This is an optimization exercise on Yosys and OpenROAD, whose aim is small area, a short achievable clock period and few clock cycles per item, not a production implementation.
The RTL was checked by simulation tests, not by an equivalence proof against the original design.

// dct_core
module dct_core (
    input  logic        clk,
    input  logic        rst,
    input  logic [31:0] in_data_i,
    input  logic        in_empty_n_i,
    output logic        in_read_o,
    output logic [31:0] out_data_o,
    output logic        out_last_o,
    input  logic        out_full_n_i,
    output logic        out_write_o
);
Size: about 17000 cells after synthesis, ~3700 flip-flops, about 180000 um2 of cells after synthesis.
Settings: LEC_CHECK=0, CAP_MARGIN=20, CORE_MARGIN=2, CORE_UTILIZATION=45, CTS_CLUSTER_DIAMETER=80, CTS_CLUSTER_SIZE=28, SETUP_SLACK_MARGIN=5, SLEW_MARGIN=20; clock period 10.0 ns.
run.sh (not shown) runs the stock make flow with config.mk's settings and CLKGATE_MAP_FILE= SYNTH_SCRIPT=/design/flow/synth_recipe.tcl, a recipe that flattens the netlist after the stock synthesis.
Testbench counts at the start, summed over its fixed seeds: cycles 3,720, blocks 48.
Rerun with:
--- a/flow/design.v
+++ b/flow/design.v
@@ -92,53 +92,49 @@
         if (m > 5'd8) m = 5'd16 - m;
         neg = (idx > 5'd8) && (idx < 5'd24);
         if (v == 3'd0) k2sel = 4'd0;
         else           k2sel = {neg, m[2:0]};
     endfunction
     logic [2:0] ph;
     always_ff @(posedge clk or posedge rst) begin
         if (rst) ph <= '0;
         else     ph <= ph + 3'd1;
     end
-    logic [15:0] h_data;        
-    logic        h_v;
     logic [5:0]  n_idx;         
     logic [2:0]  ld_base;       
     logic        ld_sel;        
     logic        full0, full1;  
     logic [2:0]  base0, base1;  
     logic        cp_sel;        
     logic [2:0]  row_u;         
     logic [2:0]  pend;          
     logic [2:0]  cph;           
     logic        rd_q;          
-    logic        wr_q;          
     logic [1:0][7:0] we_q;      
     logic        feed;
     logic        gate_ok;
     logic        in_xfer;
-    logic        h_v_nx, ld_sel_nx, full0_nx, full1_nx, cp_sel_nx, wr_nx;
+    logic        ld_sel_nx, full0_nx, full1_nx, cp_sel_nx, wr_nx;
     logic [5:0]  n_nx;
     logic [2:0]  ld_base_nx, base0_nx, base1_nx, row_u_nx, pend_nx, ph_nx, cph_nx;
     assign in_read_o = rd_q;
     assign in_xfer   = rd_q && in_empty_n_i;
     assign feed      = (cp_sel ? full1 : full0) && cph == pend && (pend != 3'd7 || gate_ok);
     always_comb begin
-        h_v_nx     = in_xfer ? 1'b1 : (wr_q ? 1'b0 : h_v);
         n_nx       = n_idx;
         ld_base_nx = ld_base;
         base0_nx   = base0;
         base1_nx   = base1;
         ld_sel_nx  = ld_sel;
         full0_nx   = full0;
         full1_nx   = full1;
-        if (wr_q) begin
+        if (in_xfer) begin
             n_nx = n_idx + 6'd1;
             if (n_idx == 6'd0) begin
                 ld_base_nx = ph;
                 if (ld_sel) base1_nx = ph;
                 else        base0_nx = ph;
             end
             if (n_idx == 6'd63) begin
                 if (ld_sel) full1_nx = 1'b1;
                 else        full0_nx = 1'b1;
                 ld_sel_nx = !ld_sel;
@@ -152,77 +148,72 @@
             if (pend == 3'd7) begin
                 row_u_nx = row_u + 3'd1;
                 if (row_u == 3'd7) begin
                     if (cp_sel) full1_nx = 1'b0;
                     else        full0_nx = 1'b0;
                     cp_sel_nx = !cp_sel;
                 end
             end
         end
         ph_nx = ph + 3'd1;
-        if (wr_q && n_idx == 6'd0 && ld_sel == cp_sel_nx)
+        if (in_xfer && n_idx == 6'd0 && ld_sel == cp_sel_nx)
             cph_nx = 3'd1;
         else if (cp_sel_nx != cp_sel)
             cph_nx = ph_nx - (cp_sel ? base0 : base1);
         else
             cph_nx = cph + 3'd1;
-        wr_nx = h_v_nx && !(ld_sel_nx ? full1_nx : full0_nx) &&
+        wr_nx = !(ld_sel_nx ? full1_nx : full0_nx) &&
                 (n_nx == 6'd0 || ph_nx == ld_base_nx + n_nx[2:0]);
     end
     always_ff @(posedge clk) begin
-        if (in_xfer) h_data <= in_data_i[15:0];
         base0 <= base0_nx;
         base1 <= base1_nx;
     end
     always_ff @(posedge clk or posedge rst) begin
         if (rst) begin
-            h_v     <= 1'b0;
             n_idx   <= '0;
             ld_base <= '0;
             ld_sel  <= 1'b0;
             full0   <= 1'b0;
             full1   <= 1'b0;
             cp_sel  <= 1'b0;
             row_u   <= '0;
             pend    <= '0;
             cph     <= '0;
             rd_q    <= 1'b0;
-            wr_q    <= 1'b0;
             we_q    <= '0;
         end else begin
-            h_v     <= h_v_nx;
             n_idx   <= n_nx;
             ld_base <= ld_base_nx;
             ld_sel  <= ld_sel_nx;
             full0   <= full0_nx;
             full1   <= full1_nx;
             cp_sel  <= cp_sel_nx;
             row_u   <= row_u_nx;
             pend    <= pend_nx;
             cph     <= cph_nx;
-            rd_q    <= !h_v_nx || wr_nx;
-            wr_q    <= wr_nx;
+            rd_q    <= wr_nx;
             for (int c = 0; c < 8; c++) begin
                 we_q[0][c] <= wr_nx && !ld_sel_nx && n_nx[5:3] == 3'(c);
                 we_q[1][c] <= wr_nx &&  ld_sel_nx && n_nx[5:3] == 3'(c);
             end
         end
     end
     logic [1:0][7:0][127:0] ring;   
     logic [7:0][15:0]       tail;
     genvar gb, gc, gi;
     generate
         for (gb = 0; gb < 2; gb++) begin : g_buf
             for (gc = 0; gc < 8; gc++) begin : g_ring
                 always_ff @(posedge clk) begin
-                    if (we_q[gb][gc])
-                        ring[gb][gc] <= {ring[gb][gc][111:0], h_data};
+                    if (we_q[gb][gc] && in_empty_n_i)
+                        ring[gb][gc] <= {ring[gb][gc][111:0], in_data_i[15:0]};
                     else
                         ring[gb][gc] <= {ring[gb][gc][111:0], ring[gb][gc][127:112]};
                 end
             end
         end
         for (gc = 0; gc < 8; gc++) begin : g_tail
             assign tail[gc] = cp_sel ? ring[1][gc][127:112] : ring[0][gc][127:112];
         end
     endgenerate
     function automatic logic [67:0] csa34(input logic [33:0] x, input logic [33:0] y,
What happened: Cell area falls by 1.2%. First-iteration DRC count falls by 15%. Non-clock buffer count rises by 60. Clock skew falls by 0.046 ns. Synthesized cell count falls by 2.9%. Global-route usage falls by 0.55 points. Count of clock-buffer cells in the layout falls by 22. Synthesized area falls by 1.8%. Routed wire length falls by 4.5%.
Testbench counts after the change, summed over its fixed seeds: cycles 3,712, blocks 48.

[separate check: timing with driven ports]
The results above use ideal ports. As a check the final layouts listed here were re-extracted and re-timed, cells and wires unchanged. Step 1 (the two cells are an assumption about what drives the block):
set clk [get_ports {clk}]
set_driving_cell -lib_cell sky130_fd_sc_hd__clkbuf_16 $clk
set_driving_cell -lib_cell sky130_fd_sc_hd__buf_2 [delete_from_list [all_inputs] $clk]
Step 2 moves the port delays by t, midway between the first and last clock arrival at a register: inputs arrive t later, outputs are due t later. That takes back most of the time a late clock gives input paths. Three values: no drivers, after step 1, after step 2; two values: the first two.
run	t, ns	setup slack, ns	hold slack, ns
the first run	1.053	4.986 / 4.986 / 4.986	0.286 / 0.286 / 0.286
the second run	1.051	4.911 / 4.911 / 4.408	0.293 / 0.293 / 0.293
After both steps every run listed still meets setup and hold. For the second run, which loses most, drivers alone change the setup slack by 0.000 ns; drivers and shift together by -0.503 ns.
